What follows belongs to an exercise in optimizing a design on an open flow for small area and a short achievable clock period; a production flow would make more cautious choices.
The RTL was checked by simulation tests, not by an equivalence proof against the original design.
No activity file was given, so power comes from the tool's default toggle rates.

== sierra ==
Design mips_regfile_wb, start of the top module:
module mips_regfile_wb (
    input  logic        clk,
    input  logic        rst_n,
    input  logic        we,
    input  logic [4:0]  waddr,
    input  logic [31:0] wdata,
    input  logic [4:0]  raddr1,
    input  logic [4:0]  raddr2,
    output logic [31:0] rdata1,
    output logic [31:0] rdata2,
    output logic [15:0] wr_count
);
    localparam logic [31:0] SP_INIT = 32'h0000_3FFC;
    localparam logic [31:0] GP_INIT = 32'h0000_1800;
    logic [31:0] regs [32];
    logic [31:0] regs_d [32];
    logic [31:1] nwdec, ldr, hold;
    logic [4:0]  nwa;
    logic [3:0]  wlo;
    logic [7:0]  whi;
    logic        nwe, wv;
    logic [15:0] wr_count_q;
    for (genvar k = 0; k < 5; k++) begin : g_winv
        mips_rf_inv u (.a(waddr[k]), .y(nwa[k]));
    end
    mips_rf_inv u_nwe (.a(we), .y(nwe));
    for (genvar k = 0; k < 4; k++) begin : g_wlo
        mips_rf_nor3 u (.a(k[0] ? nwa[0] : waddr[0]), .b(k[1] ? nwa[1] : waddr[1]), .c(nwe),
                        .y(wlo[k]));
    end
    for (genvar k = 0; k < 8; k++) begin : g_whi
        mips_rf_nor3 u (.a(k[0] ? nwa[2] : waddr[2]), .b(k[1] ? nwa[3] : waddr[3]),
                        .c(k[2] ? nwa[4] : waddr[4]), .y(whi[k]));
    end
    for (genvar i = 1; i < 32; i++) begin : g_wdec
        mips_rf_nand2 u (.a(wlo[i % 4]), .b(whi[i / 4]), .y(nwdec[i]));
    end
    assign ldr  = {31{rst_n}} & ~nwdec;
    assign hold = {31{rst_n}} & nwdec;
    assign wv   = ~&nwdec;
    assign regs[0]   = '0;
    assign regs_d[0] = '0;
    for (genvar i = 1; i < 32; i++) begin : g_reg
  ...
export LEC_CHECK = 0
export CAP_MARGIN = 20
export CORE_MARGIN = 2
export CORE_UTILIZATION = 40
export CTS_CLUSTER_DIAMETER = 60
export CTS_CLUSTER_SIZE = 25
export SETUP_SLACK_MARGIN = 2.4
export SLEW_MARGIN = 20
export SYNTH_HIERARCHICAL = 1
create_clock -name core_clock -period 8.0 [get_ports {clk}]
standard.sh (not shown) runs the stock make flow with config.mk's settings and CLKGATE_MAP_FILE= SYNTH_SCRIPT=/design/flow/synth_recipe.tcl, a recipe that flattens the netlist after the stock synthesis.
==> flow/flow/run.sh <==
#!/bin/bash
# Standard ORFS layout, with the register-file flip-flops pre-placed as an array (bit b in
# column b, register r in row r)
# before global placement (flow/fix_flops.tcl) and released after it (flow/unfix_flops.tcl).
# Delay cells are kept out of the layout so port buffers and timing repair use plain buffers,
# and clock tree synthesis adds no dummy balancing loads.
set -euo pipefail
cd "$(dirname "$0")/.."
export PRE_GLOBAL_PLACE_SKIP_IO_TCL="$PWD/flow/fix_flops.tcl"
export POST_GLOBAL_PLACE_TCL="$PWD/flow/unfix_flops.tcl"
export DONT_USE_CELLS="sky130_fd_sc_hd__clkdlybuf4s15_1 sky130_fd_sc_hd__clkdlybuf4s15_2 sky130_fd_sc_hd__clkdlybuf4s18_1 sky130_fd_sc_hd__clkdlybuf4s18_2 sky130_fd_sc_hd__clkdlybuf4s25_1 sky130_fd_sc_hd__clkdlybuf4s25_2 sky130_fd_sc_hd__clkdlybuf4s50_1 sky130_fd_sc_hd__clkdlybuf4s50_2 sky130_fd_sc_hd__dlygate4sd1_1 sky130_fd_sc_hd__dlygate4sd2_1 sky130_fd_sc_hd__dlygate4sd3_1 sky130_fd_sc_hd__dlymetal6s2s_1 sky130_fd_sc_hd__dlymetal6s4s_1 sky130_fd_sc_hd__dlymetal6s6s_1"
export BUFFER_PORTS_ARGS="-buffer_cell sky130_fd_sc_hd__buf_4"
export CTS_ARGS="-sink_clustering_enable -repair_clock_nets -sink_clustering_size 30 -sink_clustering_max_diameter 80 -dont_use_dummy_load"
bash standard.sh > standard_flow.log 2>&1
==> flow/flow/fix_flops.tcl <==
# Pre-place the register-file flip-flops as an array and fix them for global placement:
# bit b in column b, register r in row r. Each register's select and load nets then run
# along one row and each bit's read trees and write data along one column. The
# flip-flops are released again after global placement (unfix_flops.tcl).
set block [ord::get_db_block]
set core  [$block getCoreArea]
set cx0 [$core xMin]; set cy0 [$core yMin]
set cw [expr {[$core xMax] - $cx0}]; set ch [expr {[$core yMax] - $cy0}]
set row0  [lindex [$block getRows] 0]
set sitew [[$row0 getSite] getWidth]
set rowh  [[$row0 getSite] getHeight]

# leave a strip on the left for the decoders
set ax0 [expr {$cx0 + 0.12 * $cw}]
set aw  [expr {0.88 * $cw}]
set pitchx [expr {$aw / 32.0}]
set pitchy [expr {$ch / 31.0}]

set n 0
foreach inst [$block getInsts] {
  set name [$inst getName]
  if {![regexp {^regs\\?\[(\d+)\\?\]\\?\[(\d+)\\?\]} $name -> r b]} { continue }
  set x [expr {$ax0 + $b * $pitchx}]
  set y [expr {$cy0 + ($r - 1 + 0.5) * $pitchy}]
  set x [expr {$cx0 + int(($x - $cx0) / $sitew) * $sitew}]
  set y [expr {$cy0 + int(($y - $cy0) / $rowh) * $rowh}]
  $inst setLocation [expr {int($x)}] [expr {int($y)}]
  $inst setPlacementStatus FIRM
  incr n
}
puts "fix_flops: pre-placed $n flip-flops"
==> flow/flow/unfix_flops.tcl <==
# Release the pre-placed flip-flops so legalization and later steps may move them.
set n 0
foreach inst [[ord::get_db_block] getInsts] {
  if {[$inst getPlacementStatus] == "FIRM"} {
    $inst setPlacementStatus PLACED
    incr n
  }
}
puts "unfix_flops: released $n instances"
diff inputs: sierra => quartz
# sierra
export LEC_CHECK = 0
export CAP_MARGIN = 20
export CORE_MARGIN = 2
export CORE_UTILIZATION = 40
export CTS_CLUSTER_DIAMETER = 60
export CTS_CLUSTER_SIZE = 25
export SETUP_SLACK_MARGIN = 2.4
export SLEW_MARGIN = 20
export SYNTH_HIERARCHICAL = 1
create_clock -name core_clock -period 8.0 [get_ports {clk}]
# quartz
export LEC_CHECK = 0
export CAP_MARGIN = 20
export CORE_MARGIN = 2
export CORE_UTILIZATION = 30
export CTS_CLUSTER_DIAMETER = 60
export CTS_CLUSTER_SIZE = 25
export SETUP_SLACK_MARGIN = 2.4
export SLEW_MARGIN = 20
export SYNTH_HIERARCHICAL = 1
create_clock -name core_clock -period 8.0 [get_ports {clk}]
diff --git a/flow/flow/run.sh b/flow/flow/run.sh
--- a/flow/flow/run.sh
+++ b/flow/flow/run.sh
@@ -1,4 +1,3 @@
 #!/bin/bash
-# Standard ORFS layout, with the register-file flip-flops pre-placed as an array (bit b in
-# column b, register r in row r)
+# Standard ORFS layout, with the register-file flip-flops pre-placed as bit-slice blocks
 # before global placement (flow/fix_flops.tcl) and released after it (flow/unfix_flops.tcl).
@@ -12,3 +11,3 @@
 export BUFFER_PORTS_ARGS="-buffer_cell sky130_fd_sc_hd__buf_4"
-export CTS_ARGS="-sink_clustering_enable -repair_clock_nets -sink_clustering_size 30 -sink_clustering_max_diameter 80 -dont_use_dummy_load"
+export CTS_ARGS="-sink_clustering_enable -repair_clock_nets -sink_clustering_size 25 -sink_clustering_max_diameter 60 -dont_use_dummy_load"
 bash standard.sh > standard_flow.log 2>&1
Results
quartz: post-CTS setup buffer count is 74 higher than what sierra reported. Compare sierra and quartz | post-cts resize count lower: sierra. In the reports for sierra and quartz, the smaller die area belongs to sierra. For sierra, the uppermost signal routing layer after detailed routing was met5, unlike quartz, where it was met4. quartz has more setup slack than sierra. quartz reached the final stage; the timing, design-rule and antenna checks on its layout passed.
Setup changes, quartz to juniper
# quartz
export LEC_CHECK = 0
export CAP_MARGIN = 20
export CORE_MARGIN = 2
export CORE_UTILIZATION = 30
export CTS_CLUSTER_DIAMETER = 60
export CTS_CLUSTER_SIZE = 25
export SETUP_SLACK_MARGIN = 2.4
export SLEW_MARGIN = 20
export SYNTH_HIERARCHICAL = 1
create_clock -name core_clock -period 8.0 [get_ports {clk}]
# juniper
export LEC_CHECK = 0
export CAP_MARGIN = 20
export CORE_MARGIN = 2
export CORE_UTILIZATION = 30
export CTS_CLUSTER_DIAMETER = 60
export CTS_CLUSTER_SIZE = 25
export SETUP_SLACK_MARGIN = 2.8
export SLEW_MARGIN = 20
export SYNTH_HIERARCHICAL = 1
create_clock -name core_clock -period 8.0 [get_ports {clk}]
diff --git a/flow/flow/run.sh b/flow/flow/run.sh
--- a/flow/flow/run.sh
+++ b/flow/flow/run.sh
@@ -3,4 +3,3 @@
 # before global placement (flow/fix_flops.tcl) and released after it (flow/unfix_flops.tcl).
-# Delay cells are kept out of the layout so port buffers and timing repair use plain buffers,
-# and clock tree synthesis adds no dummy balancing loads.
+# Delay cells are kept out of the layout so port buffers and timing repair use plain buffers.
 set -euo pipefail
@@ -11,3 +10,2 @@
 export BUFFER_PORTS_ARGS="-buffer_cell sky130_fd_sc_hd__buf_4"
-export CTS_ARGS="-sink_clustering_enable -repair_clock_nets -sink_clustering_size 25 -sink_clustering_max_diameter 60 -dont_use_dummy_load"
 bash standard.sh > standard_flow.log 2>&1
[summary]
Compared with quartz, internal power component in juniper increased by more than 10%. As of juniper, design area had risen by a little under 10% compared to quartz. Per the comparison of juniper with quartz, clock tree buffer count of the final layout has increased; DRC marker count from the first detailed-route iteration has increased; global-route met3 utilization has increased. In terms of pin slew with the least headroom to its limit, quartz and juniper differ only marginally. Sequential share of layout area ends up higher on quartz.
The following lists how zinc was set up differently from juniper:
# juniper
export LEC_CHECK = 0
export CAP_MARGIN = 20
export CORE_MARGIN = 2
export CORE_UTILIZATION = 30
export CTS_CLUSTER_DIAMETER = 60
export CTS_CLUSTER_SIZE = 25
export SETUP_SLACK_MARGIN = 2.8
export SLEW_MARGIN = 20
export SYNTH_HIERARCHICAL = 1
create_clock -name core_clock -period 8.0 [get_ports {clk}]
# zinc
export LEC_CHECK = 0
export CAP_MARGIN = 20
export CORE_MARGIN = 2
export CORE_UTILIZATION = 30
export CTS_CLUSTER_DIAMETER = 60
export CTS_CLUSTER_SIZE = 25
export SETUP_SLACK_MARGIN = 2.3
export SLEW_MARGIN = 20
export SYNTH_HIERARCHICAL = 1
create_clock -name core_clock -period 8.0 [get_ports {clk}]
==> flow/flow/run.sh <==
#!/bin/bash
# Standard ORFS layout with delay cells kept out of the layout, so port buffers and
# timing repair use plain buffers. Clock tree synthesis adds no dummy balancing loads.
set -euo pipefail
cd "$(dirname "$0")/.."
export DONT_USE_CELLS="sky130_fd_sc_hd__clkdlybuf4s15_1 sky130_fd_sc_hd__clkdlybuf4s15_2 sky130_fd_sc_hd__clkdlybuf4s18_1 sky130_fd_sc_hd__clkdlybuf4s18_2 sky130_fd_sc_hd__clkdlybuf4s25_1 sky130_fd_sc_hd__clkdlybuf4s25_2 sky130_fd_sc_hd__clkdlybuf4s50_1 sky130_fd_sc_hd__clkdlybuf4s50_2 sky130_fd_sc_hd__dlygate4sd1_1 sky130_fd_sc_hd__dlygate4sd2_1 sky130_fd_sc_hd__dlygate4sd3_1 sky130_fd_sc_hd__dlymetal6s2s_1 sky130_fd_sc_hd__dlymetal6s4s_1 sky130_fd_sc_hd__dlymetal6s6s_1"
export BUFFER_PORTS_ARGS="-buffer_cell sky130_fd_sc_hd__buf_4"
export CTS_ARGS="-sink_clustering_enable -repair_clock_nets -sink_clustering_size 25 -sink_clustering_max_diameter 60 -dont_use_dummy_load"
bash standard.sh > standard_flow.log 2>&1
removed: flow/flow/fix_flops.tcl
removed: flow/flow/unfix_flops.tcl
Compared with juniper, zinc shows a proportion of layout cells with a drive suffix above 1 that is 8.0 points lower. Going from juniper to zinc, clock-buffer cell count decreased by 63 relative to the old numbers, post-synthesis to final-layout area growth decreased by 14 points relative to the old numbers, initial antenna violation count increased by 1 relative to the old numbers. The number of nets at the end of the flow number comes out lower for zinc vs juniper.
Relative to zinc, the following input files were edited for xenon:
# zinc
export LEC_CHECK = 0
export CAP_MARGIN = 20
export CORE_MARGIN = 2
export CORE_UTILIZATION = 30
export CTS_CLUSTER_DIAMETER = 60
export CTS_CLUSTER_SIZE = 25
export SETUP_SLACK_MARGIN = 2.3
export SLEW_MARGIN = 20
export SYNTH_HIERARCHICAL = 1
create_clock -name core_clock -period 8.0 [get_ports {clk}]
# xenon
export LEC_CHECK = 0
export CAP_MARGIN = 20
export CORE_MARGIN = 2
export CORE_UTILIZATION = 30
export CTS_CLUSTER_DIAMETER = 60
export CTS_CLUSTER_SIZE = 25
export SETUP_SLACK_MARGIN = 2.5
export SLEW_MARGIN = 20
export SYNTH_HIERARCHICAL = 1
create_clock -name core_clock -period 8.0 [get_ports {clk}]
==> flow/run.sh (new file) <==
#!/bin/bash
# synth_recipe.tcl (not shown) runs the flow's synth.tcl, then flattens the netlist and writes it again
# the make line also repeats each setting of config.mk as NAME=value (left out here)
make -C /OpenROAD-flow-scripts/flow DESIGN_CONFIG=/design/flow/config.mk WORK_HOME=/design/flow/orfs CLKGATE_MAP_FILE= SYNTH_SCRIPT=/design/flow/synth_recipe.tcl finish
removed: flow/flow/run.sh
removed: flow/standard.sh
Findings:
Between xenon and zinc, it is xenon whose length of the first detailed-routing pass in iterations is higher, by 2. | setup slack | xenon vs zinc | better |. [xenon vs zinc] clock buffer count in the final layout: higher in xenon. Cell area | xenon vs zinc | xenon larger.

---

Setup of lagoon:
mips_regfile_wb again, from the RTL that the note above started with.
==> flow/config.mk <==
export PLATFORM = sky130hd
export DESIGN_NAME = mips_regfile_wb
export DESIGN_NICKNAME = mips_regfile_wb
export VERILOG_FILES = /design/flow/design.v
export SDC_FILE = /design/flow/constraint.sdc
export NUM_CORES = 4
export LEC_CHECK = 0
export CAP_MARGIN = 20
export CORE_MARGIN = 2
export CORE_UTILIZATION = 30
export CTS_CLUSTER_DIAMETER = 60
export CTS_CLUSTER_SIZE = 25
export SETUP_SLACK_MARGIN = 2.4
export SLEW_MARGIN = 20
export SYNTH_HIERARCHICAL = 1
==> flow/constraint.sdc <==
create_clock -name core_clock -period 8.0 [get_ports {clk}]
set_input_delay 1.6000 -clock core_clock [delete_from_list [all_inputs] [get_ports {clk}]]
set_output_delay 1.6000 -clock core_clock [all_outputs]
set_load 0.01 [all_outputs]
==> flow/flow/run.sh <==
#!/bin/bash
# Standard ORFS layout, with the register-file flip-flops pre-placed as an array (bit b in
# column b, register r in row r)
# before global placement (flow/fix_flops.tcl) and released after it (flow/unfix_flops.tcl).
# Delay cells are kept out of the layout so port buffers and timing repair use plain buffers,
# and clock tree synthesis adds no dummy balancing loads.
set -euo pipefail
cd "$(dirname "$0")/.."
export PRE_GLOBAL_PLACE_SKIP_IO_TCL="$PWD/flow/fix_flops.tcl"
export POST_GLOBAL_PLACE_TCL="$PWD/flow/unfix_flops.tcl"
export DONT_USE_CELLS="sky130_fd_sc_hd__clkdlybuf4s15_1 sky130_fd_sc_hd__clkdlybuf4s15_2 sky130_fd_sc_hd__clkdlybuf4s18_1 sky130_fd_sc_hd__clkdlybuf4s18_2 sky130_fd_sc_hd__clkdlybuf4s25_1 sky130_fd_sc_hd__clkdlybuf4s25_2 sky130_fd_sc_hd__clkdlybuf4s50_1 sky130_fd_sc_hd__clkdlybuf4s50_2 sky130_fd_sc_hd__dlygate4sd1_1 sky130_fd_sc_hd__dlygate4sd2_1 sky130_fd_sc_hd__dlygate4sd3_1 sky130_fd_sc_hd__dlymetal6s2s_1 sky130_fd_sc_hd__dlymetal6s4s_1 sky130_fd_sc_hd__dlymetal6s6s_1"
export BUFFER_PORTS_ARGS="-buffer_cell sky130_fd_sc_hd__buf_4"
export CTS_ARGS="-sink_clustering_enable -repair_clock_nets -sink_clustering_size 25 -sink_clustering_max_diameter 60 -dont_use_dummy_load"
bash standard.sh > standard_flow.log 2>&1
Other scripts of this flow, unchanged in this note and not shown: flow/flow/fix_flops.tcl, flow/flow/unfix_flops.tcl
lagoon reached the end of the flow, and the finished layout is clean on the timing, design-rule and antenna checks.
Edits applied to the flow inputs when going from lagoon to indigo:
Settings: changing CORE_UTILIZATION from 30 to 45.
--- a/flow/flow/run.sh
+++ b/flow/flow/run.sh
@@ -12,3 +12,3 @@
 export BUFFER_PORTS_ARGS="-buffer_cell sky130_fd_sc_hd__buf_4"
-export CTS_ARGS="-sink_clustering_enable -repair_clock_nets -sink_clustering_size 25 -sink_clustering_max_diameter 60 -dont_use_dummy_load"
+export CTS_ARGS="-sink_clustering_enable -repair_clock_nets -sink_clustering_size 30 -sink_clustering_max_diameter 70 -dont_use_dummy_load"
 bash standard.sh > standard_flow.log 2>&1
==> comparison <==
- The fmax reported for indigo is smaller than that of lagoon by 1.1%.
- Summary — remaining max-slew budget at the tightest pin, indigo relative to lagoon: higher, by 12 points.
- Between lagoon and indigo, the flow reports first-pass GRT wire length decreasing by more than 10%.

==> port drivers added, routing unchanged <==
The flow's constraints put no driver on any port. The routed layouts listed below were extracted and timed again, unchanged, in two steps.
Step 1: set_driving_cell puts a clkbuf_16 on clk and a buf_2 on each other input, an assumption about the parent block.
Step 2 adds t to the input delays and takes it off the output delays; t is the mean of the earliest and latest rising clock arrival at the registers after step 1. Input paths then give back, and output paths get back, about the clock's delay inside the block.
Three values: no drivers, after step 1, after step 2; two values: the first two.
run	shift t [ns]	setup WS [ns]	hold WS [ns]	worst slew at a driven data input, ns
sierra	0.736	2.338 / 2.219 / 2.219	0.478 / 0.478 / 0.478	0.20
quartz	0.768	2.360 / 2.332 / 2.332	0.469 / 0.469 / 0.469	0.05
juniper	0.783	2.601 / 2.550 / 2.550	0.488 / 0.488 / 0.488	0.08
zinc	0.734	2.134 / 2.108 / 2.108	0.477 / 0.477 / 0.477	0.06
xenon	0.770	2.392 / 2.334 / 2.334	0.478 / 0.478 / 0.478	0.17
lagoon	0.768	2.360 / 2.332 / 2.332	0.469 / 0.469 / 0.469	0.05
indigo	0.705	2.295 / 2.251 / 2.251	0.480 / 0.480 / 0.480	0.06
After both steps every run listed still meets setup and hold. The setup slack of sierra, which loses most, moves by -0.119 ns with the drivers and by -0.119 ns with both steps.
